This design comes from an exercise in tuning for a short achievable clock period and few clock cycles on the open sky130 flow, not from production work. Function was checked by simulation only, so behaviour that the tests miss may differ from the original. Power is estimated from default activity; no workload was simulated.

==> design.v <==
package legv8_pkg;
  typedef logic [32-1:0] xlen_t;
  typedef logic [32-1:0] instr_t;
  typedef logic [$clog2(32)-1:0] reg_idx_t;
  typedef logic [10:0] opcode_t;                  
  typedef logic [3:0] alu_ctl_t;
  typedef logic [1:0] fwd_sel_t;
  localparam alu_ctl_t ALU_AND = 4'b0000;
  localparam alu_ctl_t ALU_OR  = 4'b0001;
  localparam alu_ctl_t ALU_ADD = 4'b0010;
  localparam alu_ctl_t ALU_SUB = 4'b0110;
  localparam alu_ctl_t ALU_XOR = 4'b1101;
  localparam fwd_sel_t FWD_REG   = 2'b00;
  localparam fwd_sel_t FWD_MEMWB = 2'b01;
  localparam fwd_sel_t FWD_EXMEM = 2'b10;
  localparam opcode_t OPC_ADD  = 11'b10001011000;
  localparam opcode_t OPC_SUB  = 11'b11001011000;
  localparam opcode_t OPC_AND  = 11'b10001010000;
  localparam opcode_t OPC_ORR  = 11'b10101010000;
  localparam opcode_t OPC_EOR  = 11'b11001010000;
  localparam opcode_t OPC_LDUR = 11'b11111000010;
  localparam opcode_t OPC_STUR = 11'b11111000000;
  localparam logic [9:0] OPC_ADDI = 10'b1001000100;
  localparam logic [9:0] OPC_SUBI = 10'b1101000100;
  localparam logic [9:0] OPC_ANDI = 10'b1001001000;
  localparam logic [9:0] OPC_ORRI = 10'b1011001000;
  localparam logic [9:0] OPC_EORI = 10'b1101001000;
endpackage
module legv8_rd_tree #(parameter int W = 32, parameter int NS = 2, parameter int NM = 4) (
  input  logic [30:0][W-1:0]  d,          
  input  logic [NS-1:0][30:0] sel,        
  input  logic [NM-1:0]       use_n,      
  input  logic [W-1:0]        xn,         
  output logic [W-1:0]        y
);
  for (genvar k = 0; k < W; k++) begin : g_bit
    logic [15:0] n1;
    logic [3:0]  p2;
    logic [1:0]  n3;
    logic [30:0] s;
    logic        um;
    assign s = sel[k / (W / NS)];
    assign um = use_n[k / (W / NM)];
    for (genvar j = 0; j < 15; j++) begin : g_l1
      legv8_c_a22oi u (.a1(d[2*j][k]), .a2(s[2*j]), .b1(d[2*j+1][k]), .b2(s[2*j+1]),
                       .y(n1[j]));
    end
    legv8_c_nand2 u_l1 (.a(d[30][k]), .b(s[30]), .y(n1[15]));
    for (genvar j = 0; j < 4; j++) begin : g_l2
      legv8_c_nand4 u (.a(n1[4*j]), .b(n1[4*j+1]), .c(n1[4*j+2]), .d(n1[4*j+3]), .y(p2[j]));
    end
    for (genvar j = 0; j < 2; j++) begin : g_l3
      legv8_c_oai21 u (.a1(p2[2*j]), .a2(p2[2*j+1]), .b1(um), .y(n3[j]));
    end
    legv8_c_nand3 u_l4 (.a(n3[0]), .b(n3[1]), .c(xn[k]), .y(y[k]));
  end
endmodule
module legv8_rdec (
  input  logic [4:0]  r,
  output logic [30:0] sel
);
  logic [4:0] rn;
  logic [3:0] lo_n;
  logic [7:0] hi_n;
  for (genvar k = 0; k < 5; k++) begin : g_inv
    legv8_c_inv u (.a(r[k]), .y(rn[k]));
  end
  for (genvar k = 0; k < 4; k++) begin : g_lo
    legv8_c_nand2 u (.a(k[0] ? r[0] : rn[0]), .b(k[1] ? r[1] : rn[1]), .y(lo_n[k]));
  end
  for (genvar k = 0; k < 8; k++) begin : g_hi
    legv8_c_nand3 u (.a(k[0] ? r[2] : rn[2]), .b(k[1] ? r[3] : rn[3]), .c(k[2] ? r[4] : rn[4]),
                     .y(hi_n[k]));
  end
  for (genvar j = 0; j < 31; j++) begin : g_sel
    legv8_c_nor2 u (.a(lo_n[j % 4]), .b(hi_n[j / 4]), .y(sel[j]));
  end
endmodule
module legv8_cmp5 (input logic [4:0] a, b, input logic en, output logic q);
  assign q = en && a == b;
endmodule
module legv8_c_aoi21 (input logic a1, a2, b1, output logic y);
  assign y = ~((a1 & a2) | b1);
endmodule
module legv8_c_oai21 (input logic a1, a2, b1, output logic y);
  assign y = ~((a1 | a2) & b1);
endmodule
module legv8_c_nand2 (input logic a, b, output logic y);
  assign y = ~(a & b);
endmodule
module legv8_c_nor2 (input logic a, b, output logic y);
  assign y = ~(a | b);
endmodule
module legv8_c_nand3 (input logic a, b, c, output logic y);
  assign y = ~(a & b & c);
endmodule
module legv8_c_a22oi (input logic a1, a2, b1, b2, output logic y);
  assign y = ~((a1 & a2) | (b1 & b2));
endmodule
module legv8_c_nand4 (input logic a, b, c, d, output logic y);
  assign y = ~(a & b & c & d);
endmodule
module legv8_c_inv (input logic a, output logic y);
  assign y = ~a;
endmodule
module legv8_c_xor2 (input logic a, b, output logic y);
  assign y = a ^ b;
endmodule
module legv8_c_xnor2 (input logic a, b, output logic y);
  assign y = ~(a ^ b);
endmodule
module legv8_c_gen0 (input logic a, b, c, en, output logic y);
  assign y = ~(en & ((a & b) | (c & (a | b))));
endmodule
module legv8_esel (
  input  logic       a1, l1,              
  input  logic       b1, bl1,             
  input  logic       sub,
  output logic [8:0] s
);
  assign s[0] = ~a1 & ~l1;                
  assign s[1] = a1;                       
  assign s[2] = ~a1 & l1;                 
  assign s[3] = ~b1 & ~bl1 & ~sub;        
  assign s[4] = b1 & ~sub;                
  assign s[5] = b1 & sub;                 
  assign s[6] = ~b1 & bl1 & ~sub;         
  assign s[7] = ~b1 & bl1 & sub;          
  assign s[8] = ~b1 & ~bl1 & sub;         
endmodule
module legv8_alu #(parameter int W = 32) (
  input  logic [W-1:0] a,
  input  logic [W-1:0] b,
  input  logic         cin,
  input  logic         arith,
  input  logic         f_and,
  input  logic         f_or,
  input  logic         f_xor,
  output logic [W-1:0] res,
  output logic [W-1:0] res_o,             
  output logic [W-1:0] res_n,             
  output logic         cout
);
  localparam int L = $clog2(W);
  logic [W-1:0] g [L+1];
  logic [W-1:0] t [L+1];
  logic [W-1:0] p, kx, lres;
  for (genvar i = 0; i < W; i++) begin : g_bit
    legv8_c_xor2 u_p (.a(a[i]), .b(b[i]), .y(p[i]));
    if (i == 0) begin : g_c
      legv8_c_gen0 u_g (.a(a[i]), .b(b[i]), .c(cin), .en(arith), .y(g[0][i]));
    end else begin : g_n
      legv8_c_nand3 u_g (.a(a[i]), .b(b[i]), .c(arith), .y(g[0][i]));
    end
    legv8_c_nor2 u_t (.a(a[i]), .b(b[i]), .y(t[0][i]));
  end
  for (genvar l = 0; l < L; l++) begin : g_lvl
    for (genvar i = 0; i < W; i++) begin : g_bit
      if (i >= (1 << l)) begin : g_op
        if (l % 2 == 0) begin : g_pos          
          legv8_c_oai21 u_g (.a1(t[l][i]), .a2(g[l][i - (1 << l)]), .b1(g[l][i]),
                             .y(g[l+1][i]));
          legv8_c_nor2  u_t (.a(t[l][i]), .b(t[l][i - (1 << l)]), .y(t[l+1][i]));
        end else begin : g_neg                 
          legv8_c_aoi21 u_g (.a1(t[l][i]), .a2(g[l][i - (1 << l)]), .b1(g[l][i]),
                             .y(g[l+1][i]));
          legv8_c_nand2 u_t (.a(t[l][i]), .b(t[l][i - (1 << l)]), .y(t[l+1][i]));
        end
      end else begin : g_pass                  
        legv8_c_inv u_g (.a(g[l][i]), .y(g[l+1][i]));
        assign t[l+1][i] = 1'b0;
      end
    end
  end
  assign lres = ((a & b) & {W{f_and}}) | ((a | b) & {W{f_or}}) | (p & {W{f_xor}});
  assign kx   = arith ? p : lres;
  for (genvar i = 0; i < W; i++) begin : g_sum
    if (i == 0) begin : g_0
      legv8_c_xor2  u_s (.a(kx[i]), .b(cin & arith), .y(res[i]));
      legv8_c_xor2  u_o (.a(kx[i]), .b(cin & arith), .y(res_o[i]));
      legv8_c_xnor2 u_n (.a(kx[i]), .b(cin & arith), .y(res_n[i]));
    end else if (L % 2 == 0) begin : g_n
      legv8_c_xnor2 u_s (.a(kx[i]), .b(g[L][i-1]), .y(res[i]));
      legv8_c_xnor2 u_o (.a(kx[i]), .b(g[L][i-1]), .y(res_o[i]));
      legv8_c_xor2  u_n (.a(kx[i]), .b(g[L][i-1]), .y(res_n[i]));
    end else begin : g_p
      legv8_c_xor2  u_s (.a(kx[i]), .b(g[L][i-1]), .y(res[i]));
      legv8_c_xor2  u_o (.a(kx[i]), .b(g[L][i-1]), .y(res_o[i]));
      legv8_c_xnor2 u_n (.a(kx[i]), .b(g[L][i-1]), .y(res_n[i]));
    end
  end
  if (L % 2 == 0) begin : g_co
    legv8_c_inv u_co (.a(g[L][W-1]), .y(cout));
  end else begin : g_cp
    assign cout = g[L][W-1];
  end
endmodule
module legv8_inc #(parameter int W = 30) (input logic [W-1:0] a, output logic [W-1:0] y);
  assign y = a + 1'b1;
endmodule
module legv8_core (
  input  logic               CLOCK,
  input  logic               arst_n,
  input  legv8_pkg::instr_t  instr,
  input  legv8_pkg::xlen_t   mem_rdata,
  output legv8_pkg::xlen_t   pc,
  output legv8_pkg::xlen_t   mem_addr,
  output legv8_pkg::xlen_t   mem_wdata,
  output logic               mem_read,
  output logic               mem_write
);
  localparam int XL = 32;
  localparam int NG = 4;                  
  typedef logic [XL-1:0] word_t;
  logic [10:0] f_opc;
  logic        f_r, f_i, f_ld, f_st;
  logic        f_add, f_sub, f_and, f_or, f_xor;
  assign f_opc = instr[31:21];
  always_comb begin
    f_r  = 1'b0; f_i = 1'b0; f_ld = 1'b0; f_st = 1'b0;
    f_add = 1'b0; f_sub = 1'b0; f_and = 1'b0; f_or = 1'b0; f_xor = 1'b0;
    case (f_opc)
      legv8_pkg::OPC_ADD:  begin f_r = 1'b1; f_add = 1'b1; end
      legv8_pkg::OPC_SUB:  begin f_r = 1'b1; f_sub = 1'b1; end
      legv8_pkg::OPC_AND:  begin f_r = 1'b1; f_and = 1'b1; end
      legv8_pkg::OPC_ORR:  begin f_r = 1'b1; f_or  = 1'b1; end
      legv8_pkg::OPC_EOR:  begin f_r = 1'b1; f_xor = 1'b1; end
      legv8_pkg::OPC_LDUR: begin f_ld = 1'b1; f_add = 1'b1; end
      legv8_pkg::OPC_STUR: begin f_st = 1'b1; f_add = 1'b1; end
      default: begin
        case (f_opc[10:1])
          legv8_pkg::OPC_ADDI: begin f_i = 1'b1; f_add = 1'b1; end
          legv8_pkg::OPC_SUBI: begin f_i = 1'b1; f_sub = 1'b1; end
          legv8_pkg::OPC_ANDI: begin f_i = 1'b1; f_and = 1'b1; end
          legv8_pkg::OPC_ORRI: begin f_i = 1'b1; f_or  = 1'b1; end
          legv8_pkg::OPC_EORI: begin f_i = 1'b1; f_xor = 1'b1; end
          default: ;
        endcase
      end
    endcase
  end
  logic [XL-1:2] pc_q;                    
  logic [XL-1:2] pc_o;                    
  logic [XL-1:2] pc_inc, pc_inc_o;
  logic [31:0] d_instr;
  logic        d_r, d_sub, d_arith, d_and, d_or, d_xor;
  logic        d_alu_wen, d_ld_wen, d_ld, d_st;
  localparam int NS = 2;                  
  localparam int NM = 4;                  
  logic [NS-1:0][30:0] d_sa, d_sb, d_sc;  
  logic [NM-1:0] d_a2, d_b2, d_c2;        
  logic [NM-1:0] d_a2n, d_c2n;            
  logic [NM-1:0] d_bu;                    
  logic        d_a1, d_l1, d_b1, d_bl1, d_c1, d_cl1;    
  word_t       e_a, e_b, e_bn, e_c;       
  logic [NG-1:0][8:0] e_s;                
  logic        e_cm, e_cl;                
  logic        e_arith, e_and, e_or, e_xor, e_sub;
  logic        e_alu_wen, e_ld_wen, e_ld, e_st;
  logic [4:0]  e_dst;
  word_t       m_res, m_res_n;            
  word_t       m_addr;                    
  word_t       m_wdata;
  logic        m_ld, m_st, m_wen, m_ld_sel;
  logic [30:0] m_we;                      
  assign pc        = {pc_o, 2'b00};
  assign mem_addr  = m_addr;
  assign mem_wdata = m_wdata;
  assign mem_read  = m_ld;
  assign mem_write = m_st;
  logic [4:0]  rn, rm, rt;
  logic        f_wen;
  logic [NS-1:0][30:0] sa, sb, sc;
  logic [NM-1:0]       f_a2, f_b2, f_c2;
  assign rn    = instr[9:5];
  assign rm    = instr[20:16];
  assign rt    = instr[4:0];
  assign f_wen = (f_r | f_i | f_ld) & (rt != 5'd31);
  for (genvar g = 0; g < NS; g++) begin : g_dec
    legv8_rdec u_dec_a (.r(rn), .sel(sa[g]));
    legv8_rdec u_dec_b (.r(rm), .sel(sb[g]));
    legv8_rdec u_dec_c (.r(rt), .sel(sc[g]));
  end
  for (genvar g = 0; g < NM; g++) begin : g_cmp
    legv8_cmp5 u_cmp_a (.a(e_dst), .b(rn), .en(e_alu_wen | e_ld_wen), .q(f_a2[g]));
    legv8_cmp5 u_cmp_b (.a(e_dst), .b(rm), .en(e_alu_wen | e_ld_wen), .q(f_b2[g]));
    legv8_cmp5 u_cmp_c (.a(e_dst), .b(rt), .en(e_alu_wen | e_ld_wen), .q(f_c2[g]));
  end
  legv8_inc #(.W(XL-2)) u_inc   (.a(pc_q), .y(pc_inc));
  legv8_inc #(.W(XL-2)) u_inc_o (.a(pc_q), .y(pc_inc_o));
  always_ff @(posedge CLOCK or negedge arst_n) begin
    if (!arst_n) begin
      pc_q      <= '0;
      pc_o      <= '0;
      d_alu_wen <= 1'b0;
      d_ld_wen  <= 1'b0;
      d_ld      <= 1'b0;
      d_st      <= 1'b0;
    end else begin
      pc_q      <= pc_inc;
      pc_o      <= pc_inc_o;
      d_alu_wen <= f_wen & ~f_ld;
      d_ld_wen  <= f_wen & f_ld;
      d_ld      <= f_ld;
      d_st      <= f_st;
    end
  end
  always_ff @(posedge CLOCK) begin
    d_instr <= instr;
    d_r     <= f_r;
    d_sub   <= f_sub;
    d_arith <= f_add | f_sub;
    d_and   <= f_and;
    d_or    <= f_or;
    d_xor   <= f_xor;
    d_sa    <= sa;
    d_sb    <= sb;
    d_sc    <= sc;
    d_a1    <= d_alu_wen && d_instr[4:0] == rn;
    d_l1    <= d_ld_wen && d_instr[4:0] == rn;
    d_b1    <= f_r && d_alu_wen && d_instr[4:0] == rm;
    d_bl1   <= f_r && d_ld_wen && d_instr[4:0] == rm;
    d_c1    <= d_alu_wen && d_instr[4:0] == rt;
    d_cl1   <= d_ld_wen && d_instr[4:0] == rt;
    d_a2    <= f_a2;
    d_b2    <= f_b2;
    d_c2    <= f_c2;
    d_a2n   <= ~f_a2;
    d_c2n   <= ~f_c2;
    d_bu    <= {NM{f_r}} & ~f_b2;
  end
  logic [30:0][XL-1:0] rf;
  word_t               wb_data;
  assign wb_data = m_ld_sel ? mem_rdata : m_res;
  always_ff @(posedge CLOCK or negedge arst_n) begin
    if (!arst_n) begin
      for (int j = 0; j < 31; j++) rf[j] <= XL'(j);      
    end else begin
      for (int j = 0; j < 31; j++) if (m_we[j]) rf[j] <= wb_data;
    end
  end
  word_t imm, va, vb, vc, xa, xb, xc;
  assign imm = (d_ld | d_st) ? {{(XL-9){d_instr[20]}}, d_instr[20:12]}
                             : {{(XL-12){1'b0}}, d_instr[21:10]};
  word_t ma, mb, mc, mi;
  for (genvar i = 0; i < XL; i++) begin : g_byp
    assign ma[i] = d_a2[i / (XL / NM)];
    assign mb[i] = d_b2[i / (XL / NM)] & d_r;
    assign mc[i] = d_c2[i / (XL / NM)];
    assign mi[i] = ~d_r;
  end
  assign xa  = ~(wb_data & ma);
  assign xb  = ~((wb_data & mb) | (imm & mi));
  assign xc  = ~(wb_data & mc);
  legv8_rd_tree #(.W(XL), .NS(NS), .NM(NM)) u_rd_a (.d(rf), .sel(d_sa), .use_n(d_a2n),
                                                    .xn(xa), .y(va));
  legv8_rd_tree #(.W(XL), .NS(NS), .NM(NM)) u_rd_b (.d(rf), .sel(d_sb), .use_n(d_bu),
                                                    .xn(xb), .y(vb));
  legv8_rd_tree #(.W(XL), .NS(NS), .NM(NM)) u_rd_c (.d(rf), .sel(d_sc), .use_n(d_c2n),
                                                    .xn(xc), .y(vc));
  logic [NG-1:0][8:0] d_s;
  for (genvar g = 0; g < NG; g++) begin : g_sel
    legv8_esel u_sel (.a1(d_a1), .l1(d_l1), .b1(d_b1), .bl1(d_bl1), .sub(d_sub), .s(d_s[g]));
  end
  always_ff @(posedge CLOCK or negedge arst_n) begin
    if (!arst_n) begin
      e_alu_wen <= 1'b0;
      e_ld_wen  <= 1'b0;
      e_ld      <= 1'b0;
      e_st      <= 1'b0;
    end else begin
      e_alu_wen <= d_alu_wen;
      e_ld_wen  <= d_ld_wen;
      e_ld      <= d_ld;
      e_st      <= d_st;
    end
  end
  always_ff @(posedge CLOCK) begin
    e_a     <= va;
    e_b     <= vb;
    e_bn    <= ~vb;
    e_c     <= vc;
    e_s     <= d_s;
    e_cm    <= d_c1;
    e_cl    <= ~d_c1 & d_cl1;
    e_arith <= d_arith;
    e_sub   <= d_sub;
    e_and   <= d_and;
    e_or    <= d_or;
    e_xor   <= d_xor;
    e_dst   <= d_instr[4:0];
  end
  word_t a, b, res, res_o, res_n, sdata, mem_n, ya, yan, yb1, yb2, yb3;
  for (genvar i = 0; i < XL; i++) begin : g_opnd
    logic [8:0] s;
    assign s = e_s[i / (XL / NG)];
    legv8_c_inv   u_mn  (.a(mem_rdata[i]), .y(mem_n[i]));
    legv8_c_a22oi u_ya  (.a1(m_res[i]), .a2(s[1]), .b1(mem_rdata[i]), .b2(s[2]), .y(ya[i]));
    legv8_c_nand2 u_yan (.a(e_a[i]), .b(s[0]), .y(yan[i]));
    legv8_c_nand2 u_a   (.a(ya[i]), .b(yan[i]), .y(a[i]));
    legv8_c_a22oi u_yb1 (.a1(m_res[i]), .a2(s[4]), .b1(m_res_n[i]), .b2(s[5]), .y(yb1[i]));
    legv8_c_a22oi u_yb2 (.a1(mem_rdata[i]), .a2(s[6]), .b1(mem_n[i]), .b2(s[7]), .y(yb2[i]));
    legv8_c_a22oi u_yb3 (.a1(e_b[i]), .a2(s[3]), .b1(e_bn[i]), .b2(s[8]), .y(yb3[i]));
    legv8_c_nand3 u_b   (.a(yb1[i]), .b(yb2[i]), .c(yb3[i]), .y(b[i]));
  end
  legv8_alu #(.W(XL)) u_alu (
    .a(a), .b(b), .cin(e_sub), .arith(e_arith), .f_and(e_and), .f_or(e_or),
    .f_xor(e_xor), .res(res), .res_o(res_o), .res_n(res_n), .cout()
  );
  assign sdata = e_cm ? m_res : e_cl ? mem_rdata : e_c;
  always_ff @(posedge CLOCK or negedge arst_n) begin
    if (!arst_n) begin
      m_ld  <= 1'b0;
      m_st  <= 1'b0;
      m_wen <= 1'b0;
      m_we  <= '0;
    end else begin
      m_ld  <= e_ld;
      m_st  <= e_st;
      m_wen <= e_alu_wen | e_ld_wen;
      for (int j = 0; j < 31; j++) m_we[j] <= (e_alu_wen | e_ld_wen) && e_dst == 5'(j);
    end
  end
  always_ff @(posedge CLOCK) begin
    m_res    <= res;
    m_addr   <= res_o;
    m_res_n  <= res_n;
    m_wdata  <= sdata;
    m_ld_sel <= e_ld;
  end
endmodule
==> run.sh <==
#!/bin/bash
# synth_recipe.tcl (not shown) runs the flow's synth.tcl, then flattens the netlist and writes it again
# the make line also repeats each setting of config.mk as NAME=value (left out here)
make -C /OpenROAD-flow-scripts/flow DESIGN_CONFIG=/design/flow/config.mk WORK_HOME=/design/flow/orfs CLKGATE_MAP_FILE= SYNTH_SCRIPT=/design/flow/synth_recipe.tcl finish
==> config.mk <==
export PLATFORM = sky130hd
export DESIGN_NAME = legv8_core
export DESIGN_NICKNAME = legv8_core
export VERILOG_FILES = /design/flow/design.v
export SDC_FILE = /design/flow/constraint.sdc
export NUM_CORES = 4
export LEC_CHECK = 0
export CAP_MARGIN = 20
export CORE_MARGIN = 2
export CORE_UTILIZATION = 55
export CTS_CLUSTER_DIAMETER = 80
export CTS_CLUSTER_SIZE = 20
export PLACE_DENSITY = 0.72
export SETUP_SLACK_MARGIN = 4.0
export SLEW_MARGIN = 20
export SYNTH_HIERARCHICAL = 1
export SYNTH_MINIMUM_KEEP_SIZE = 0
==> constraint.sdc <==
create_clock -name core_clock -period 6.5 [get_ports {CLOCK}]
set_input_delay 1.3000 -clock core_clock [delete_from_list [all_inputs] [get_ports {CLOCK}]]
set_output_delay 1.3000 -clock core_clock [all_outputs]
set_load 0.01 [all_outputs]
==> Implementation_results.wiki, run 1 <==
{| class="wikitable"
! Metric !! Value
|-
| Pwr/cell area || 213 mW/mm^2
|-
| Count of hold buffers inserted by post-cts repair || 0
|-
| Final Wtd Congestion || 1.00
|-
| Synthesized instance count || 8,023
|-
| VDD IR max || 0.224 mV
|-
| Count of maximum capacitance violations || 0
|-
| Final clock period utilization by the worst path || 0.409
|-
| Static leakage || 33.1 nW
|-
| Post-layout nets || 8,232
|-
| Number of global-route vias before repair || 67.2k
|-
| Signed area change from the synthesized netlist to the final layout || 10.1%
|-
| Pin count of the biggest net entering global routing || 146
|-
| IO buf count || 161
|-
| Average routed wire per standard cell || 31.1 microns
|-
| Chip height || 391 microns
|-
| Worst-skew pair later-pin latency || 0.77 ns
|-
| Vias post-DR || 71.8k
|-
| Buffer levels on the longest clock path || 3
|-
| CORE AREA || 0.149 sq mm
|-
| Overall global routing resource usage || 0.405
|-
| # clock sinks || 1,637
|-
| Arrival time at the worst endpoint || 1.36 ns
|-
| Internal power || 0.0140 W
|-
| Clock period minus worst slack || 2.66 ns
|-
| Number of warnings issued by yosys || 12
|-
| Sort of element at the start of the critical path || flip-flop
|-
| Family of cells with the greatest summed delay on the critical path || flip-flops
|-
| CP max stage cell || sky130_fd_sc_hd__dfrtp_1
|-
| Floorplan row count || 142
|-
| Global route total overflow || 0
|-
| Floorplan die width || 391 microns
|-
| Reg power frac || 0.552
|-
| Fin worst setup slack || 3.84 ns
|-
| Post-detailed-route via-to-cell ratio || 6.99
|-
| Combined area of all synthesized cells || 0.0825 sq mm
|-
| Total negative slack for setup checks || 0 ns
|-
| Critical path buffer and inverter count || 1
|-
| Logic pwr share || 0.113
|-
| Antenna violations before repair || 24
|-
| Endpoints failing setup || 0
|-
| Net switching fraction of the power || 0.281
|-
| Largest driver fanout on the critical path || 1
|-
| Transition at the pin with the smallest max-transition slack || 1.25 ns
|-
| Clock tree root driver cell || sky130_fd_sc_hd__clkbuf_16
|-
| DP HPWL || 206,000 microns
|-
| Overall die area || 0.153 sq mm
|-
| Pre-antenna DRT Iters || 7
|-
| Crit Path Class || flip-flop to output pin
|-
| Number of H-tree levels || 3
|-
| DRC violation total after the first TritonRoute iteration || 10.6k
|-
| Count of unresolved DRC violations after routing || 0
|-
| Peak per-stage delay on the critical path || 0.45 ns
|-
| Sequence of cells on the critical path || buf_2
|-
| Final Hold Fails || 0
|-
| CP Data Required Time || 5.20 ns
|-
| Endpoint kind of the worst setup timing path || output pin
|-
| Share of layout cells above drive strength 1 || 0.316
|-
| Run status || finished clean
|-
| Unrepaired setup endpoints after global routing || true
|-
| Number of slew-limit violations in the final report || 0
|-
| Avg Synthesized Cell Area || 10.3 sq um
|-
| TritonCTS clock tree || yes
|-
| Worst max-slew margin expressed relative to the limit || 0.166
|-
| Switching power || 0.00545 W
|-
| Largest clock skew in the final design || 0.0392 ns
|-
| Class of the most critical hold timing path || flip-flop to flip-flop
|-
| Clock buffer count from CTS || 95
|-
| I/O pin count || 164
|-
| Post-Place Worst Slack || 2.64 ns
|-
| Wire length of the first global-routing pass || 457,000 microns
|-
| Clk slew on worst S/H paths || 0.08 ns
|-
| Total wire length after detailed routing || 319,000 microns
|-
| Residual antenna-violating net count after detailed routing || 0
|-
| Initial Util || 0.552
|-
| Clock share of power || 0.334
|-
| Maximum achievable frequency || 0.376 GHz
|-
| Fillcell total || 12.3k
|}
-- power by group through the flow --
stage	logic [W]	clock network [W]	registers, W
global placement	0.00198	0	0.0109
floorplan	0.000930	0	0.0109
detailed placement	0.00201	0	0.0109
global route	0.00227	0.00690	0.0107
finish	0.00220	0.00649	0.0107
CTS	0.00201	0.00651	0.0107
-- registers in the layout (all words and copies together), names as in the netlist, 36 cells and up --
signal / flops
e_s: 36
d_sb: 62
rf: 992
d_sc: 62
d_sa: 62
-- per-layer routing --
metal  up-vias  global-route usage  routed length [microns]
met1     35300               0.522                   120000
met2      5157               0.583                   134000
met4        24               0.191                    17700
met5         -                   0                      157
li1      30100                   -                        -
met3      1177               0.175                    48200
-- layout by cell type, fill, tap and decap left out, drive strengths merged, types with 82 or more instances in the layout --
cell	n
dfxtp	544
o21ai	330
inv	183
nor2	1318
dfrtp	1018
nand3	233
a22oi	1599
clkbuf	163
nand4	402
a21oi	1096
xor2	178
xnor2	82
buf	371
nand2	321
-- per-stage QoR --
stage | instances | hold slack (ns) | area [sq um] | total power, W | util
after floorplan | 8024 | 0.310 | 82700 | 0.0118 | -
after global placement | 10100 | 0.313 | 87300 | 0.0129 | 0.585
after detailed placement | 10100 | 0.316 | 87400 | 0.0129 | 0.585
after CTS | 10200 | 0.336 | 90400 | 0.0192 | 0.605
after global routing | 10300 | 0.338 | 90900 | 0.0199 | 0.608
final | 10300 | 0.334 | 90900 | 0.0194 | 0.608
-- area by class of cell --
class | instances | area, sq um | share of cell area
Clock inverter | 15 | 121 | 0.00134
Multi-Input combinational cell | 5845 | 43000 | 0.473
Sequential cell | 1637 | 38500 | 0.424
Clock buffer | 162 | 2730 | 0.0301
Tap cell | 2016 | 2520 | 0.0278
Antenna cell | 4 | 10.0 | 0.000110
Timing Repair Buffer | 412 | 3320 | 0.0366
Inverter | 173 | 652 | 0.00717
-- worst paths after layout --
kind / start / endpoint / slack (ns) / depth (start not counted)
max in group asynchronous: arst_n / m_we[3] / 4.42 / 2
max reg2reg: d_sc[41] / e_c[26] / 3.93 / 5
min in group asynchronous: arst_n / pc_o[13] / 0.55 / 1
min reg2reg: d_xor / e_xor / 0.33 / 0
max: m_st / mem_write / 3.84 / 1
min: d_xor / e_xor / 0.33 / 0
-- timing repair --
action	CTS	global route
endpoints found under the setup margin	698	173
gates resized for setup	634	190
pin swaps	11	42
setup buffers	2	13
Testbench counts, summed over its fixed seeds: cycles 7,344.
==> run 2: changes to the inputs <==
--- a/config.mk
+++ b/config.mk
@@ -9,6 +9,6 @@
 export CORE_MARGIN = 2
-export CORE_UTILIZATION = 55
+export CORE_UTILIZATION = 30
 export CTS_CLUSTER_DIAMETER = 80
 export CTS_CLUSTER_SIZE = 20
-export PLACE_DENSITY = 0.72
+export PLACE_DENSITY = 0.5
 export SETUP_SLACK_MARGIN = 4.0
==> Implementation_results.wiki, run 2 <==
{| class="wikitable"
! Metric !! Value
|-
| Number of flip-flops in the largest register || 992 (unchanged)
|-
| CORE AREA || 0.274 sq mm (+83%)
|-
| Placed cell count || 11.7k (+16%)
|-
| DP HPWL || 228,000 microns (+11%)
|-
| Count of unresolved DRC violations after routing || 0 (unchanged)
|-
| Origin of the worst setup path || m_ld
|-
| Wire length of the first global-routing pass || 498,000 microns (+8.9%)
|-
| Pwr/cell area || 213 mW/mm^2 (about the same)
|-
| Overall die area || 0.279 sq mm (+82%)
|-
| Sort of element at the start of the critical path || flip-flop
|-
| Largest driver fanout on the critical path || 1 (unchanged)
|-
| Depth of the critical timing path with buffers and inverters included || 1 (unchanged)
|-
| Signed area change from the synthesized netlist to the final layout || 13.5%
|-
| Residual antenna-violating net count after detailed routing || 0 (unchanged)
|-
| Worst Setup EP || mem_read
|-
| Post-Place Worst Slack || 2.45 ns (-0.189 ns)
|-
| Initial Util || 0.302 (-0.251)
|-
| Top library cells by usage in the layout, fill and taps aside || sky130_fd_sc_hd__a22oi_2, sky130_fd_sc_hd__nor2_1, sky130_fd_sc_hd__a21oi_1, sky130_fd_sc_hd__dfrtp_1, sky130_fd_sc_hd__dfxtp_1
|-
| Launch instance of the worst register-to-register path || d_sb[31]
|-
| Largest register by flop count || rf
|-
| Number of warnings issued by yosys || 12 (unchanged)
|-
| IO buf count || 161 (unchanged)
|-
| Pre-antenna DRT Iters || 8 (+1)
|-
| Post-detailed-route via-to-cell ratio || 5.86 (-16%)
|-
| Peak per-stage delay on the critical path || 0.45 ns (about the same)
|-
| Floorplan die width || 528 microns (+35%)
|-
| Fin cells || 11.9k (+16%)
|-
| Share of layout cells above drive strength 1 || 0.320 (+0.00419)
|-
| Clock period minus worst slack || 2.66 ns (+0.00353 ns)
|-
| Count of maximum capacitance violations || 0 (unchanged)
|-
| Global route total overflow || 0 (unchanged)
|-
| Leading cell type in the layout, fill and taps excluded || sky130_fd_sc_hd__a22oi_2
|-
| Fillcell total || 27.4k (+120%)
|-
| Final clock period utilization by the worst path || 0.410 (+0.000543)
|-
| I/O pin count || 164 (unchanged)
|-
| Static leakage || 33.6 nW (+1.4%)
|-
| Number of global-route vias before repair || 67.4k (+0.33%)
|-
| Final Wtd Congestion || 0.980 (-2.4%)
|-
| Overall global routing resource usage || 0.244 (-0.161)
|-
| Worst max-slew margin expressed relative to the limit || 0.148 (-0.0177)
|-
| Total negative slack for setup checks || 0 ns (unchanged)
|-
| TritonCTS clock tree || yes
|-
| Vias post-DR || 69.7k (-2.9%)
|-
| Largest clock skew in the final design || 0.0378 ns (-0.00137 ns)
|-
| Startpoint of the tightest hold check path || d_or
|-
| DRC violation total after the first TritonRoute iteration || 8,114 (-23%)
|-
| Worst flop-to-flop path endpoint || e_b[26]
|-
| Clock buffer count from CTS || 100 (+5.3%)
|-
| FF-to-FF setup slack || 3.96 ns (+0.03 ns)
|-
| Final Hold Fails || 0 (unchanged)
|-
| Family of cells with the greatest summed delay on the critical path || flip-flops
|-
| Sequence of cells on the critical path || buf_6
|-
| CP Data Required Time || 5.20 ns (about the same)
|-
| Transition at the pin with the smallest max-transition slack || 1.28 ns (+0.0264 ns)
|-
| Class of the most critical hold timing path || flip-flop to flip-flop
|-
| Buffer levels on the longest clock path || 3 (unchanged)
|-
| Run status || finished clean
|-
| Critical path buffer and inverter count || 1 (unchanged)
|-
| Pin count of the biggest net entering global routing || 154 (+5.5%)
|-
| Average routed wire per standard cell || 29.7 microns (-4.7%)
|-
| Unrepaired setup endpoints after global routing || true
|-
| Total wire length after detailed routing || 353,000 microns (+11%)
|-
| Worst hold margin || 0.333 ns (-0.00139 ns)
|-
| Post-layout nets || 8,290 (+0.70%)
|-
| Combined area of all synthesized cells || 0.0825 sq mm (unchanged)
|-
| Avg Synthesized Cell Area || 10.3 sq um (unchanged)
|-
| Number of H-tree levels || 3 (unchanged)
|-
| Maximum achievable frequency || 0.376 GHz (-0.13%)
|-
| Chip height || 528 microns (+35%)
|-
| Arrival time at the worst endpoint || 1.36 ns (about the same)
|-
| Worst-skew pair later-pin latency || 0.78 ns (about the same)
|-
| # clock sinks || 1,637 (unchanged)
|-
| Synthesized instance count || 8,023 (unchanged)
|-
| Antenna violations before repair || 24 (unchanged)
|-
| VDD IR max || 0.193 mV (-14%)
|-
| Number of slew-limit violations in the final report || 0 (unchanged)
|-
| Crit Path Class || flip-flop to output pin
|-
| CP max stage cell || sky130_fd_sc_hd__dfrtp_1
|-
| Endpoint kind of the worst setup timing path || output pin
|-
| FF-to-FF path depth || 5 (unchanged)
|-
| Clock tree root driver cell || sky130_fd_sc_hd__clkbuf_16
|-
| Total Power Consumption || 0.0200 W (+3.1%)
|-
| Clk slew on worst S/H paths || 0.09 ns (about the same)
|-
| Fin worst setup slack || 3.84 ns (-0.00353 ns)
|-
| Floorplan row count || 192 (+35%)
|-
| Endpoints failing setup || 0 (unchanged)
|}
[run 2: report_power, final]
part | internal, W | total [W] | switching, W
Clock | 0.00323 | 0.00706 | 0.00382
Sequential | 0.0104 | 0.0107 | 0.000280
Combinational | 0.000663 | 0.00227 | 0.00161
[run 2: repair_timing]
item / CTS / global route
endpoints found under the hold margin: 0 / 0
buffers inserted: 6 / 20
gates cloned: 0 / 1
hold buffers: 0 / 0
pin swaps: 11 / 42
endpoints found under the setup margin: 766 / 190
gates resized for setup: 638 / 202
[run 2: worst min-delay path by stage]
stage	end	slack, ns	cells after the start
floorplan	e_and	0.31	0
finish	e_or	0.33	0
global route	e_or	0.34	0
global placement	e_xor	0.31	0
detailed placement	e_or	0.32	0
CTS	e_or	0.34	0
[run 2: per-stage QoR]
step | util | instance area (sq um)
2_1_floorplan | - | 82700
3_3_place_gp | 0.328 | 89600
3_5_place_dp | 0.328 | 89600
4_1_cts | 0.340 | 92900
5_1_grt | 0.342 | 93700
6_report | 0.342 | 93700
[run 2: final cells by class]
type / count / area [sq um] / area share
timing repair buffer: 464 / 3720 / 0.0397
tap: 3589 / 4490 / 0.0479
clock inverter: 25 / 265 / 0.00283
clock buffer: 163 / 2960 / 0.0316
inverter: 173 / 649 / 0.00693
antenna: 13 / 32.5 / 0.000347
sequential: 1637 / 38500 / 0.411
multi-input combinational: 5846 / 43100 / 0.460
[run 2: routing by layer]
metal  GRT usage  vias to the layer above  wire [microns]
met5           0                        -              58
met4       0.128                        6           20200
met3      0.0668                      886           34800
met2       0.371                     3674          154000
met1       0.314                    34900          144000
li1            -                    30300               -
==> run 3: changes to the inputs <==
--- a/config.mk
+++ b/config.mk
@@ -9,6 +9,6 @@
 export CORE_MARGIN = 2
-export CORE_UTILIZATION = 30
+export CORE_UTILIZATION = 40
 export CTS_CLUSTER_DIAMETER = 80
 export CTS_CLUSTER_SIZE = 20
-export PLACE_DENSITY = 0.5
+export PLACE_DENSITY = 0.6
 export SETUP_SLACK_MARGIN = 4.0
==> Implementation_results.wiki, run 3 <==
{| class="wikitable"
! Metric !! Value
|-
| Startpoint of the tightest hold check path || d_xor
|-
| I/O pin count || 164 (unchanged)
|-
| Final clock period utilization by the worst path || 0.411 (+0.00192)
|-
| Peak per-stage delay on the critical path || 0.45 ns (about the same)
|-
| Transition at the pin with the smallest max-transition slack || 1.20 ns (-0.0723 ns)
|-
| Worst hold margin || 0.331 ns (-0.00112 ns)
|-
| Net switching fraction of the power || 0.282 (-0.00353)
|-
| Antenna violations before repair || 13 (-46%)
|-
| Final Wtd Congestion || 0.956 (-2.5%)
|-
| Clk slew on worst S/H paths || 0.08 ns (about the same)
|-
| Footprint of the multi-input gates || 0.0432 sq mm (+0.24%)
|-
| Endpoint kind of the worst setup timing path || output pin
|-
| Initial Util || 0.403 (+0.101)
|-
| FF-to-FF path depth || 5 (unchanged)
|-
| CP max stage cell || sky130_fd_sc_hd__dfrtp_1
|-
| Overall die area || 0.210 sq mm (-25%)
|-
| Unrepaired setup endpoints after global routing || true
|-
| Largest driver fanout on the critical path || 1 (unchanged)
|-
| Largest clock skew in the final design || 0.0421 ns (+0.00431 ns)
|-
| TritonCTS clock tree || yes
|-
| Leading cell type in the layout, fill and taps excluded || sky130_fd_sc_hd__a22oi_2
|-
| DP HPWL || 215,000 microns (-5.7%)
|-
| Clock tree root driver cell || sky130_fd_sc_hd__clkbuf_16
|-
| Number of global-route vias before repair || 66.9k (-0.74%)
|-
| Reg power frac || 0.542 (+0.008)
|-
| Number of H-tree levels || 3 (unchanged)
|-
| Switching power || 0.00556 W (-2.6%)
|-
| Signed area change from the synthesized netlist to the final layout || 12.0%
|-
| Clock share of power || 0.343 (-0.010)
|-
| CP Data Required Time || 5.20 ns (about the same)
|-
| Run status || finished clean
|-
| Residual antenna-violating net count after detailed routing || 0 (unchanged)
|-
| Logic pwr share || 0.115 (+0.002)
|-
| Worst Setup EP || mem_read
|-
| Count of maximum capacitance violations || 0 (unchanged)
|-
| Count of hold buffers inserted by post-cts repair || 0 (unchanged)
|-
| Maximum achievable frequency || 0.374 GHz (-0.47%)
|-
| Global route total overflow || 0 (unchanged)
|-
| Total wire length after detailed routing || 329,000 microns (-6.8%)
|-
| Pwr/cell area || 213 mW/mm^2 (about the same)
|-
| # clock sinks || 1,637 (unchanged)
|-
| Vias post-DR || 70.0k (+0.40%)
|-
| Number of warnings issued by yosys || 12 (unchanged)
|-
| Total negative slack for setup checks || 0 ns (unchanged)
|-
| Floorplan die width || 458 microns (-13%)
|-
| Floorplan row count || 166 (-14%)
|-
| Worst max-slew margin expressed relative to the limit || 0.197 (+0.0483)
|-
| Static leakage || 33.5 nW (-0.41%)
|-
| Arrival time at the worst endpoint || 1.37 ns (about the same)
|-
| Launch instance of the worst register-to-register path || d_sb[14]
|-
| Wire length of the first global-routing pass || 471,000 microns (-5.5%)
|-
| Final Hold Fails || 0 (unchanged)
|-
| Overall global routing resource usage || 0.302 (+0.0585)
|-
| Total area of sequential cells || 0.0385 sq mm (about the same)
|-
| Chip height || 458 microns (-13%)
|-
| Share of layout cells above drive strength 1 || 0.321 (+0.00158)
|-
| Post-layout nets || 8,273 (-0.21%)
|-
| Synthesized instance count || 8,023 (unchanged)
|-
| DRC violation total after the first TritonRoute iteration || 8,729 (+7.6%)
|-
| Sequence of cells on the critical path || buf_2
|-
| Pre-antenna DRT Iters || 8 (unchanged)
|-
| IO buf count || 161 (unchanged)
|-
| Critical path buffer and inverter count || 1 (unchanged)
|-
| Combined area of all synthesized cells || 0.0825 sq mm (unchanged)
|-
| Internal power || 0.0142 W (-0.88%)
|-
| Count of unresolved DRC violations after routing || 0 (unchanged)
|-
| Depth of the critical timing path with buffers and inverters included || 1 (unchanged)
|-
| Crit Path Class || flip-flop to output pin
|-
| Worst flop-to-flop path endpoint || e_b[6]
|-
| Endpoints failing setup || 0 (unchanged)
|-
| Buffer levels on the longest clock path || 3 (unchanged)
|-
| FF-to-FF setup slack || 4.05 ns (+0.09 ns)
|-
| Largest register by flop count || rf
|-
| Number of slew-limit violations in the final report || 0 (unchanged)
|-
| Clock buffer count from CTS || 97 (-3.0%)
|-
| Class of the most critical hold timing path || flip-flop to flip-flop
|-
| Clock period minus worst slack || 2.67 ns (+0.0125 ns)
|-
| Sort of element at the start of the critical path || flip-flop
|-
| Pin count of the biggest net entering global routing || 177 (+15%)
|-
| Number of flip-flops in the largest register || 992 (unchanged)
|-
| Family of cells with the greatest summed delay on the critical path || flip-flops
|-
| Origin of the worst setup path || m_ld
|-
| VDD IR max || 0.180 mV (-6.9%)
|-
| Top library cells by usage in the layout, fill and taps aside || sky130_fd_sc_hd__a22oi_2, sky130_fd_sc_hd__nor2_1, sky130_fd_sc_hd__a21oi_1, sky130_fd_sc_hd__dfrtp_1, sky130_fd_sc_hd__dfxtp_1
|-
| Post-detailed-route via-to-cell ratio || 6.37 (+8.9%)
|-
| Fillcell total || 19.2k (-30%)
|-
| Average routed wire per standard cell || 30.0 microns (+1.0%)
|-
| Avg Synthesized Cell Area || 10.3 sq um (unchanged)
|-
| Worst-skew pair later-pin latency || 0.77 ns (about the same)
|-
| CORE AREA || 0.205 sq mm (-25%)
|}
[run 3: cell count changes in the layout (fill, tap and decap cells not counted), sizes merged]
| cell | previous run | this run |
|---|---|---|
| nor2b | 15 | 14 |
| clkbuf | 169 | 170 |
| buf | 416 | 402 |
| dlymetal6s2s | 3 | 4 |
| diode | 13 | 7 |
| clkinv | 10 | 8 |
| bufinv | 1 | 0 |
| clkdlybuf4s50 | 26 | 28 |
| dlygate4sd2 | 4 | 1 |
| clkdlybuf4s15 | 5 | 9 |
| clkdlybuf4s18 | 4 | 5 |
| inv | 186 | 179 |
[run 3: stage by stage]
step | instance area [sq um] | util | total power (W) | worst slack, ns | cells
2_1_floorplan | 82700 | - | 0.0118 | 3.71 | 8024
3_3_place_gp | 88400 | 0.431 | 0.0129 | 2.56 | 10800
3_5_place_dp | 88400 | 0.432 | 0.0130 | 2.53 | 10800
4_1_cts | 91700 | 0.448 | 0.0197 | 3.79 | 11000
5_1_grt | 92400 | 0.451 | 0.0203 | 3.81 | 11000
6_report | 92400 | 0.451 | 0.0197 | 3.83 | 11000
[run 3: worst min path at each step]
stage              end  slack, ns  cells after the start
2_1_floorplan    e_and       0.31                      0
3_3_place_gp      e_or       0.32                      0
3_5_place_dp     e_xor       0.32                      0
4_1_cts        e_arith       0.33                      0
5_1_grt          e_xor       0.34                      0
6_report         e_xor       0.33                      0
[run 3: timing repair]
| action | CTS | global route |
|---|---|---|
| setup buffers | 7 | 21 |
| resized for setup | 663 | 193 |
| setup endpoints to repair | 732 | 190 |
| pin swaps | 10 | 41 |
[run 3: layer usage]
metal	wire [microns]	GRT usage	vias up
li1	-	-	30200
met1	130000	0.393	34800
met2	143000	0.456	4041
met3	37300	0.0943	969
met4	18200	0.145	8
met5	193	0	-
[run 3: layout make-up]
| cell class | instances | area share |
|---|---|---|
| multi-input cells | 5845 | 0.467 |
| flip-flops and latches | 1637 | 0.417 |
| repair buffers | 451 | 0.0397 |
| well taps | 2688 | 0.0364 |
| clock buffers | 168 | 0.0314 |
| inverters | 173 | 0.00702 |
| clock inverters | 15 | 0.00160 |
| diodes | 7 | 0.000189 |
[run 3: power groups by stage]
stage	logic [W]	registers, W	clock network (W)
3_5_place_dp	0.00209	0.0109	0
5_1_grt	0.00235	0.0107	0.00723
2_1_floorplan	0.000930	0.0109	0
4_1_cts	0.00210	0.0107	0.00690
3_3_place_gp	0.00206	0.0109	0
6_report	0.00227	0.0107	0.00677
==> run 4: changes to the inputs <==
--- a/config.mk
+++ b/config.mk
@@ -13,3 +13,3 @@
 export PLACE_DENSITY = 0.6
-export SETUP_SLACK_MARGIN = 4.0
+export SETUP_SLACK_MARGIN = 4.6
 export SLEW_MARGIN = 20
==> Implementation_results.wiki, run 4 <==
{| class="wikitable"
! Metric !! Value
|-
| Startpoint of the tightest hold check path || d_xor
|-
| Reg power frac || 0.517 (-0.025)
|-
| Maximum achievable frequency || 0.366 GHz (-2.1%)
|-
| Final Hold Fails || 0 (unchanged)
|-
| Floorplan die width || 458 microns (unchanged)
|-
| Residual antenna-violating net count after detailed routing || 0 (unchanged)
|-
| Largest driver fanout on the critical path || 1 (unchanged)
|-
| Fin worst setup slack || 3.77 ns (-0.0580 ns)
|-
| Combined area of all synthesized cells || 0.0825 sq mm (unchanged)
|-
| Sequence of cells on the critical path || buf_6
|-
| Initial Util || 0.403 (unchanged)
|-
| Largest clock skew in the final design || 0.0535 ns (+0.0114 ns)
|-
| CP Data Required Time || 5.20 ns (about the same)
|-
| I/O pin count || 164 (unchanged)
|-
| Global route total overflow || 0 (unchanged)
|-
| Final clock period utilization by the worst path || 0.420 (+0.00892)
|-
| Endpoints failing setup || 0 (unchanged)
|-
| Avg Synthesized Cell Area || 10.3 sq um (unchanged)
|-
| Switching power || 0.00601 W (+8.0%)
|-
| Buffer levels on the longest clock path || 3 (unchanged)
|-
| Leading cell type in the layout, fill and taps excluded || sky130_fd_sc_hd__a22oi_2
|-
| Clock share of power || 0.364 (+0.021)
|-
| Total Power Consumption || 0.0206 W (+4.7%)
|-
| Worst hold margin || 0.346 ns (+0.0146 ns)
|-
| DRC violation total after the first TritonRoute iteration || 9,673 (+11%)
|-
| TritonCTS clock tree || yes
|-
| Pwr/cell area || 214 mW/mm^2 (+0.16%)
|-
| WHS Path Cells || 0 (unchanged)
|-
| Endpoint kind of the worst setup timing path || output pin
|-
| Worst max-slew margin expressed relative to the limit || 0.216 (+0.0193)
|-
| Post-detailed-route via-to-cell ratio || 6.51 (+2.2%)
|-
| Synthesized instance count || 8,023 (unchanged)
|-
| Count of unresolved DRC violations after routing || 0 (unchanged)
|-
| Count of hold buffers inserted by post-cts repair || 0 (unchanged)
|-
| CORE AREA || 0.205 sq mm (unchanged)
|-
| Launch instance of the worst register-to-register path || e_s[3]
|-
| # clock sinks || 1,637 (unchanged)
|-
| Peak per-stage delay on the critical path || 0.48 ns (+0.03 ns)
|-
| IO buf count || 161 (unchanged)
|-
| Transition at the pin with the smallest max-transition slack || 1.17 ns (-0.0289 ns)
|-
| Internal power || 0.0146 W (+3.3%)
|-
| Worst-skew pair later-pin latency || 0.83 ns (+0.06 ns)
|-
| Family of cells with the greatest summed delay on the critical path || flip-flops
|-
| Static leakage || 35.2 nW (+5.2%)
|-
| Cell area after placement || 0.0886 sq mm (+0.29%)
|-
| Worst flop-to-flop path endpoint || m_res[15]
|-
| Number of global-route vias before repair || 68.6k (+2.5%)
|-
| Fillcell total || 18.8k (-2.3%)
|-
| DP HPWL || 228,000 microns (+6.3%)
|-
| Antenna violations before repair || 24 (+11)
|-
| Post-Place Worst Slack || 2.46 ns (-0.0630 ns)
|-
| Vias post-DR || 72.5k (+3.5%)
|-
| VDD IR max || 0.231 mV (+28%)
|-
| Average routed wire per standard cell || 32.4 microns (+8.0%)
|-
| Number of slew-limit violations in the final report || 0 (unchanged)
|-
| Sort of element at the start of the critical path || flip-flop
|-
| Total area of sequential cells || 0.0387 sq mm (+0.37%)
|-
| Run status || finished clean
|-
| Pin count of the biggest net entering global routing || 162 (-8.5%)
|-
| Crit Path Class || flip-flop to output pin
|-
| Clock buffer count from CTS || 107 (+10%)
|-
| Footprint of the multi-input gates || 0.0445 sq mm (+3.0%)
|-
| Arrival time at the worst endpoint || 1.43 ns (+0.06 ns)
|-
| Number of flip-flops in the largest register || 992 (unchanged)
|-
| Count of maximum capacitance violations || 0 (unchanged)
|-
| Pre-antenna DRT Iters || 9 (+1)
|-
| Clock tree root driver cell || sky130_fd_sc_hd__clkbuf_16
|-
| Floorplan row count || 166 (unchanged)
|-
| FF-to-FF setup slack || 4.09 ns (+0.04 ns)
|-
| CP max stage cell || sky130_fd_sc_hd__dfxtp_4
|-
| FF-to-FF path depth || 11 (+6)
|-
| Net switching fraction of the power || 0.291 (+0.00906)
|-
| Signed area change from the synthesized netlist to the final layout || 17.1%
|-
| Fin area || 0.0966 sq mm (+4.5%)
|-
| Clock period minus worst slack || 2.73 ns (+0.0580 ns)
|-
| Total wire length after detailed routing || 360,000 microns (+9.5%)
|-
| Overall global routing resource usage || 0.327 (+0.0250)
|-
| Post-layout nets || 8,398 (+1.5%)
|-
| Overall die area || 0.210 sq mm (unchanged)
|-
| Total negative slack for setup checks || 0 ns (unchanged)
|-
| Unrepaired setup endpoints after global routing || true
|-
| Wire length of the first global-routing pass || 500,000 microns (+6.3%)
|-
| Chip height || 458 microns (unchanged)
|-
| Largest register by flop count || rf
|-
| Number of H-tree levels || 3 (unchanged)
|-
| Logic pwr share || 0.119 (+0.004)
|-
| Share of layout cells above drive strength 1 || 0.365 (+0.0440)
|-
| Critical path buffer and inverter count || 1 (unchanged)
|-
| Number of warnings issued by yosys || 12 (unchanged)
|-
| Clk slew on worst S/H paths || 0.09 ns (about the same)
|-
| Class of the most critical hold timing path || flip-flop to flip-flop
|-
| Hold-critical path endpoint || e_xor
|-
| Final Wtd Congestion || 0.999 (+4.5%)
|-
| Top library cells by usage in the layout, fill and taps aside || sky130_fd_sc_hd__a22oi_2, sky130_fd_sc_hd__nor2_1, sky130_fd_sc_hd__a21oi_1, sky130_fd_sc_hd__dfrtp_1, sky130_fd_sc_hd__dfxtp_1
|}
==> run 4: cell types whose count changed in the layout (fill, tap and decap cells not counted), moves of 18 or more <==
cell,previous run,this run
sky130_fd_sc_hd__o21ai_1,240,158
sky130_fd_sc_hd__dfxtp_1,469,412
sky130_fd_sc_hd__o21ai_4,17,73
sky130_fd_sc_hd__buf_12,6,47
sky130_fd_sc_hd__dfxtp_2,65,102
sky130_fd_sc_hd__buf_6,50,82
sky130_fd_sc_hd__buf_4,279,308
sky130_fd_sc_hd__clkbuf_1,59,30
sky130_fd_sc_hd__o21ai_2,36,65
sky130_fd_sc_hd__nand3_1,185,160
sky130_fd_sc_hd__nand3_2,46,69
sky130_fd_sc_hd__dfxtp_4,10,30
sky130_fd_sc_hd__diode_2,7,25
sky130_fd_sc_hd__inv_1,156,138
==> run 4: per-stage QoR <==
stage	util	cells
after floorplan	-	8024
after global placement	0.432	10800
after detailed placement	0.433	10800
after CTS	0.464	11100
after global routing	0.472	11100
final	0.472	11100
==> run 4: worst max-delay path by stage <==
stage	start	end	slack, ns	cells after the start
2_1_floorplan	mem_rdata[0]	m_addr[28]	3.71	10
3_3_place_gp	mem_rdata[8]	m_addr[29]	2.46	11
3_5_place_dp	mem_rdata[8]	m_addr[25]	2.46	11
4_1_cts	m_addr[0]	mem_addr[0]	3.72	1
5_1_grt	m_addr[0]	mem_addr[0]	3.77	1
6_report	m_addr[0]	mem_addr[0]	3.77	1
==> run 4: area by class of cell <==
cell class,count,area share
multi-input combinational,5847,0.461
sequential,1637,0.400
timing repair buffer,564,0.0588
tap,2688,0.0348
clock buffer,148,0.0310
inverter,173,0.00786
clock inverter,49,0.00618
antenna,25,0.000648
==> run 4: power by group through the flow <==
stage	Sequential [W]	Clock [W]	Combinational (W)
after global routing	0.0107	0.00796	0.00252
after global placement	0.0109	0	0.00205
after floorplan	0.0109	0	0.000935
final	0.0107	0.00752	0.00245
after CTS	0.0107	0.00759	0.00225
after detailed placement	0.0109	0	0.00208
==> run 4: repair_timing <==
item / 4_1_cts / 5_1_grt
setup buffers: 74 / 38
endpoints found under the setup margin: 1947 / 1053
endpoints found under the hold margin: 0 / 0
gates resized for setup: 1309 / 223
pin swaps: 100 / 66
gates cloned: 11 / 9
==> run 4: per-layer routing <==
layer,up-vias,share of wire,track usage
met4,28,0.072,0.202
met5,-,0.0017,0
met3,1130,0.12,0.112
li1,30500,-,-
met2,4818,0.42,0.475
met1,36000,0.38,0.418
==> run 5: changes to the inputs <==
--- a/config.mk
+++ b/config.mk
@@ -13,3 +13,3 @@
 export PLACE_DENSITY = 0.6
-export SETUP_SLACK_MARGIN = 4.6
+export SETUP_SLACK_MARGIN = 5.0
 export SLEW_MARGIN = 20
==> Implementation_results.wiki, run 5 <==
{| class="wikitable"
! Metric !! Value
|-
| Run status || finished clean
|-
| Total wire length after detailed routing || 410,000 microns (+14%)
|-
| CP max stage cell || sky130_fd_sc_hd__dfxtp_4
|-
| Count of unresolved DRC violations after routing || 0 (unchanged)
|-
| Combined area of all synthesized cells || 0.0825 sq mm (unchanged)
|-
| Fillcell total || 17.1k (-9.0%)
|-
| Critical path buffer and inverter count || 1 (unchanged)
|-
| DP HPWL || 222,000 microns (-2.7%)
|-
| Transition at the pin with the smallest max-transition slack || 1.23 ns (+0.0550 ns)
|-
| Average routed wire per standard cell || 35.3 microns (+9.0%)
|-
| # clock sinks || 1,637 (unchanged)
|-
| Chip height || 458 microns (unchanged)
|-
| Peak per-stage delay on the critical path || 0.41 ns (-0.07 ns)
|-
| FF-to-FF path depth || 12 (+1)
|-
| Post-layout nets || 8,904 (+6.0%)
|-
| Worst flop-to-flop path endpoint || m_addr[11]
|-
| Floorplan die width || 458 microns (unchanged)
|-
| Clock period minus worst slack || 2.61 ns (-0.121 ns)
|-
| Family of cells with the greatest summed delay on the critical path || flip-flops
|-
| Number of H-tree levels || 3 (unchanged)
|-
| Count of maximum capacitance violations || 0 (unchanged)
|-
| Sequence of cells on the critical path || buf_6
|-
| Endpoints failing setup || 0 (unchanged)
|-
| Overall global routing resource usage || 0.373 (+0.0458)
|-
| Largest clock skew in the final design || 0.0429 ns (-0.0107 ns)
|-
| Avg Synthesized Cell Area || 10.3 sq um (unchanged)
|-
| Initial Util || 0.403 (unchanged)
|-
| Residual antenna-violating net count after detailed routing || 0 (unchanged)
|-
| DRC violation total after the first TritonRoute iteration || 10.9k (+13%)
|-
| VDD IR max || 0.224 mV (-3.1%)
|-
| Largest driver fanout on the critical path || 1 (unchanged)
|-
| Number of global-route vias before repair || 72.8k (+6.2%)
|-
| Crit Path Class || flip-flop to output pin
|-
| Worst max-slew margin expressed relative to the limit || 0.180 (-0.0356)
|-
| Leading cell type in the layout, fill and taps excluded || sky130_fd_sc_hd__a22oi_2
|-
| Clock buffer count from CTS || 105 (-1.9%)
|-
| CP Data Required Time || 5.20 ns (about the same)
|-
| Clk slew on worst S/H paths || 0.09 ns (about the same)
|-
| Startpoint of the tightest hold check path || d_xor
|-
| Footprint of the multi-input gates || 0.0514 sq mm (+16%)
|-
| Total negative slack for setup checks || 0 ns (unchanged)
|-
| Maximum achievable frequency || 0.383 GHz (+4.6%)
|-
| Final clock period utilization by the worst path || 0.402 (-0.0186)
|-
| Final Hold Fails || 0 (unchanged)
|-
| Synthesized instance count || 8,023 (unchanged)
|-
| Number of flip-flops in the largest register || 992 (unchanged)
|-
| Post-detailed-route via-to-cell ratio || 6.65 (+2.1%)
|-
| Buffer levels on the longest clock path || 3 (unchanged)
|-
| Unrepaired setup endpoints after global routing || true
|-
| Class of the most critical hold timing path || flip-flop to flip-flop
|-
| Post-Place Worst Slack || 2.55 ns (+0.0913 ns)
|-
| I/O pin count || 164 (unchanged)
|-
| CORE AREA || 0.205 sq mm (unchanged)
|-
| Total Power Consumption || 0.0210 W (+1.9%)
|-
| Arrival time at the worst endpoint || 1.31 ns (-0.12 ns)
|-
| Fin worst setup slack || 3.89 ns (+0.121 ns)
|-
| Vias post-DR || 77.3k (+6.6%)
|-
| Pre-antenna DRT Iters || 6 (-3)
|-
| Global route total overflow || 0 (unchanged)
|-
| Pin count of the biggest net entering global routing || 106 (-35%)
|-
| Wire length of the first global-routing pass || 564,000 microns (+13%)
|-
| Number of warnings issued by yosys || 12 (unchanged)
|-
| Top library cells by usage in the layout, fill and taps aside || sky130_fd_sc_hd__a22oi_2, sky130_fd_sc_hd__nor2_1, sky130_fd_sc_hd__dfrtp_1, sky130_fd_sc_hd__a21oi_2, sky130_fd_sc_hd__dfxtp_1
|-
| Pwr/cell area || 186 mW/mm^2 (-13%)
|-
| Clock tree root driver cell || sky130_fd_sc_hd__clkbuf_16
|-
| Static leakage || 41.9 nW (+19%)
|-
| Overall die area || 0.210 sq mm (unchanged)
|-
| IO buf count || 161 (unchanged)
|-
| Number of slew-limit violations in the final report || 0 (unchanged)
|-
| Final Wtd Congestion || 0.976 (-2.3%)
|-
| Antenna violations before repair || 13 (-46%)
|-
| Hold-critical path endpoint || e_xor
|-
| Floorplan row count || 166 (unchanged)
|-
| Total area of sequential cells || 0.0387 sq mm (+0.13%)
|-
| Endpoint kind of the worst setup timing path || output pin
|-
| FF-to-FF setup slack || 4.12 ns (+0.03 ns)
|-
| WHS Path Cells || 0 (unchanged)
|-
| Sort of element at the start of the critical path || flip-flop
|-
| TritonCTS clock tree || yes
|-
| Largest register by flop count || rf
|-
| Signed area change from the synthesized netlist to the final layout || 37.1%
|-
| Share of layout cells above drive strength 1 || 0.550 (+0.185)
|-
| Launch instance of the worst register-to-register path || e_s[3]
|-
| Worst-skew pair later-pin latency || 0.81 ns (-0.02 ns)
|}
==> run 5: area by class of cell <==
| class | count | area share |
|---|---|---|
| Inverter | 173 | 0.0109 |
| Sequential cell | 1637 | 0.342 |
| Clock inverter | 41 | 0.00365 |
| Tap cell | 2688 | 0.0297 |
| Multi-Input combinational cell | 5848 | 0.454 |
| Timing Repair Buffer | 1071 | 0.133 |
| Antenna cell | 7 | 0.000155 |
| Clock buffer | 157 | 0.0262 |
==> run 5: worst max-delay path by stage <==
stage	slack [ns]	endpoint	from	depth (start not counted)
final	3.89	mem_addr[28]	m_addr[28]	1
after global routing	3.86	pc[25]	pc_o[25]	1
after CTS	3.85	pc[27]	pc_o[27]	1
after detailed placement	2.55	m_res[12]	mem_rdata[0]	12
after global placement	2.62	m_res[12]	mem_rdata[0]	12
after floorplan	3.71	m_addr[28]	mem_rdata[0]	10
==> run 5: through the flow <==
stage,area (sq um),hold WS (ns),util,std cells
after floorplan,88700,0.310,-,8024
after CTS,109000,0.336,0.532,11400
after global routing,113000,0.349,0.553,11600
after global placement,93600,0.317,0.457,10800
final,113000,0.337,0.553,11600
after detailed placement,93600,0.314,0.457,10800
==> run 5: repair_timing <==
item	CTS	global route
gates resized for setup	2053	487
setup buffers	345	194
pin swaps	238	161
gates cloned	96	12
endpoints found under the hold margin	0	0
hold buffers	0	0
endpoints found under the setup margin	2554	2136
==> run 5: per-layer routing <==
metal	track usage	vias to the layer above	routed length (microns)
met5	0	-	594
li1	-	31500	-
met1	0.478	38700	153000
met4	0.200	22	28400
met3	0.148	1405	58400
met2	0.537	5650	169000
==> run 5: where the power goes <==
group / leakage [nW] / switching (W) / total, W / internal (W)
sequential: 14.7 / 0.000299 / 0.0107 / 0.0104
combinational: 25.5 / 0.00195 / 0.00298 / 0.00103
clock: 1.65 / 0.00401 / 0.00735 / 0.00335
==> run 5: worst reg2reg max path, delay by kind of cell (launching register included) <==
| family | cells | cell delay (ns) |
|---|---|---|
| DFF | 1 | 0.41 |
| and+or+nand+nor | 2 | 0.24 |
| buffers and inverters | 5 | 0.41 |
| adders and majority gates | 1 | 0.35 |
| AOI/OAI and AO/OA | 3 | 0.68 |
| xor gates and xnor gates | 1 | 0.16 |
==> run 6: changes to the inputs <==
--- a/config.mk
+++ b/config.mk
@@ -13,3 +13,3 @@
 export PLACE_DENSITY = 0.6
-export SETUP_SLACK_MARGIN = 5.0
+export SETUP_SLACK_MARGIN = 4.3
 export SLEW_MARGIN = 20
==> Implementation_results.wiki, run 6 <==
{| class="wikitable"
! Metric !! Value
|-
| Run status || finished clean
|-
| Sequence of cells on the critical path || buf_2
|-
| Largest register by flop count || rf
|-
| Combined area of all synthesized cells || 0.0825 sq mm (unchanged)
|-
| Largest clock skew in the final design || 0.0405 ns (-0.00231 ns)
|-
| Antenna violations before repair || 17 (+4)
|-
| Final Wtd Congestion || 1.01 (+3.9%)
|-
| # clock sinks || 1,637 (unchanged)
|-
| Pre-antenna DRT Iters || 12 (+6)
|-
| Number of warnings issued by yosys || 12 (unchanged)
|-
| Post-detailed-route via-to-cell ratio || 6.40 (-3.7%)
|-
| Pin count of the biggest net entering global routing || 172 (+62%)
|-
| DRC violation total after the first TritonRoute iteration || 9,391 (-14%)
|-
| Unrepaired setup endpoints after global routing || true
|-
| Static leakage || 34.0 nW (-19%)
|-
| Floorplan row count || 166 (unchanged)
|-
| Wire length of the first global-routing pass || 482,000 microns (-15%)
|-
| TritonCTS clock tree || yes
|-
| Residual antenna-violating net count after detailed routing || 0 (unchanged)
|-
| Top library cells by usage in the layout, fill and taps aside || sky130_fd_sc_hd__a22oi_2, sky130_fd_sc_hd__nor2_1, sky130_fd_sc_hd__a21oi_1, sky130_fd_sc_hd__dfrtp_1, sky130_fd_sc_hd__dfxtp_1
|-
| Hold-critical path endpoint || e_xor
|-
| Final Hold Fails || 0 (unchanged)
|-
| Peak per-stage delay on the critical path || 0.38 ns (-0.03 ns)
|-
| Number of slew-limit violations in the final report || 0 (unchanged)
|-
| Floorplan die width || 458 microns (unchanged)
|-
| Launch instance of the worst register-to-register path || d_sb[35]
|-
| Maximum achievable frequency || 0.385 GHz (+0.59%)
|-
| Clock buffer count from CTS || 100 (-4.8%)
|-
| Clock period minus worst slack || 2.60 ns (-0.0152 ns)
|-
| Leading cell type in the layout, fill and taps excluded || sky130_fd_sc_hd__a22oi_2
|-
| FF-to-FF path depth || 5 (-7)
|-
| Class of the most critical hold timing path || flip-flop to flip-flop
|-
| VDD IR max || 0.206 mV (-7.8%)
|-
| Fin worst setup slack || 3.90 ns (+0.0152 ns)
|-
| Clk slew on worst S/H paths || 0.08 ns (about the same)
|-
| Count of maximum capacitance violations || 0 (unchanged)
|-
| Signed area change from the synthesized netlist to the final layout || 13.9%
|-
| Count of unresolved DRC violations after routing || 0 (unchanged)
|-
| Family of cells with the greatest summed delay on the critical path || flip-flops
|-
| Global route total overflow || 0 (unchanged)
|-
| WHS Path Cells || 0 (unchanged)
|-
| Post-Place Worst Slack || 2.46 ns (-0.0977 ns)
|-
| Sort of element at the start of the critical path || flip-flop
|-
| Net switching fraction of the power || 0.288 (-0.00978)
|-
| Endpoint kind of the worst setup timing path || output pin
|-
| Internal power || 0.0143 W (-3.5%)
|-
| Clock share of power || 0.345 (-0.005)
|-
| CP max stage cell || sky130_fd_sc_hd__dfrtp_1
|-
| FF-to-FF setup slack || 4.14 ns (+0.02 ns)
|-
| Number of flip-flops in the largest register || 992 (unchanged)
|-
| Clock tree root driver cell || sky130_fd_sc_hd__clkbuf_16
|-
| Fin area || 0.0940 sq mm (-17%)
|-
| Avg Synthesized Cell Area || 10.3 sq um (unchanged)
|-
| Post-layout nets || 8,339 (-6.3%)
|-
| Buffer levels on the longest clock path || 3 (unchanged)
|-
| Pwr/cell area || 213 mW/mm^2 (+15%)
|-
| Worst-skew pair later-pin latency || 0.78 ns (-0.03 ns)
|-
| Largest driver fanout on the critical path || 1 (unchanged)
|-
| DP HPWL || 218,000 microns (-2.0%)
|-
| Crit Path Class || flip-flop to output pin
|-
| Number of H-tree levels || 3 (unchanged)
|-
| CP Data Required Time || 5.20 ns (about the same)
|-
| Number of global-route vias before repair || 67.7k (-7.0%)
|-
| Synthesized instance count || 8,023 (unchanged)
|-
| Transition at the pin with the smallest max-transition slack || 1.30 ns (+0.0700 ns)
|-
| Overall global routing resource usage || 0.310 (-0.0627)
|-
| Chip height || 458 microns (unchanged)
|-
| Worst flop-to-flop path endpoint || e_b[24]
|-
| CORE AREA || 0.205 sq mm (unchanged)
|-
| Logic pwr share || 0.121 (-0.021)
|-
| Average routed wire per standard cell || 30.6 microns (-13%)
|}
==> run 6: cell types whose count changed in the layout (fill, tap and decap cells not counted), sizes merged, moves of 2 or more <==
cell           change
clkinv             -3
buf              -573
clkbuf             -7
dlygate4sd2        +2
inv                -8
clkdlybuf4s50     +21
clkdlybuf4s15      +2
==> run 6: stage by stage <==
stage          instances   util  total power, W
6_report           11100  0.459          0.0200
5_1_grt            11000  0.459          0.0206
4_1_cts            11000  0.454          0.0199
3_5_place_dp       10800  0.432          0.0130
3_3_place_gp       10800  0.432          0.0130
2_1_floorplan       8024      -          0.0118
==> run 6: worst max-delay path by stage <==
| stage | from | end | slack, ns | cells after the start |
|---|---|---|---|---|
| floorplan | mem_rdata[0] | m_addr[28] | 3.71 | 10 |
| global placement | mem_rdata[0] | m_addr[28] | 2.45 | 12 |
| detailed placement | mem_rdata[0] | m_addr[30] | 2.46 | 11 |
| CTS | m_st | mem_write | 3.85 | 1 |
| global route | pc_o[13] | pc[13] | 3.86 | 1 |
| finish | pc_o[13] | pc[13] | 3.90 | 1 |
==> run 6: area by class of cell <==
| class | count | area (sq um) |
|---|---|---|
| antenna | 6 | 15.0 |
| clock buffer | 161 | 2840 |
| clock inverter | 29 | 293 |
| fill | 19100 | 111000 |
| inverter | 173 | 694 |
| multi-input combinational | 5847 | 43900 |
| sequential | 1637 | 38500 |
| tap | 2688 | 3360 |
| timing repair buffer | 512 | 4370 |
==> run 6: repair_timing <==
action	CTS	global route
pin swaps	103	92
resized for setup	989	179
setup buffers	55	18
setup endpoints to repair	978	607
hold buffers	0	0
hold endpoints to repair	0	0
cloned	1	2
==> run 6: power groups by stage <==
stage / Combinational (W) / Sequential (W) / Clock [W]
after floorplan: 0.000930 / 0.0109 / 0
after global placement: 0.00208 / 0.0109 / 0
after detailed placement: 0.00211 / 0.0109 / 0
after CTS: 0.00223 / 0.0107 / 0.00699
after global routing: 0.00251 / 0.0107 / 0.00735
final: 0.00242 / 0.0107 / 0.00690
==> run 6: layer usage <==
metal | GRT usage | vias to the layer above | part of all wire
met3 | 0.101 | 973 | 0.12
met5 | 0.00597 | - | 0.00072
met4 | 0.150 | 10 | 0.055
met1 | 0.404 | 35200 | 0.39
met2 | 0.464 | 4275 | 0.43
li1 | - | 30300 | -

Check on run 6: ideal ports give 3.904 ns setup slack; a clkbuf_16 on the clock port and buf_2 on the inputs give 3.810 ns; moving port delays by the midpoint clock arrival (0.855 ns) as well gives 3.272 ns.
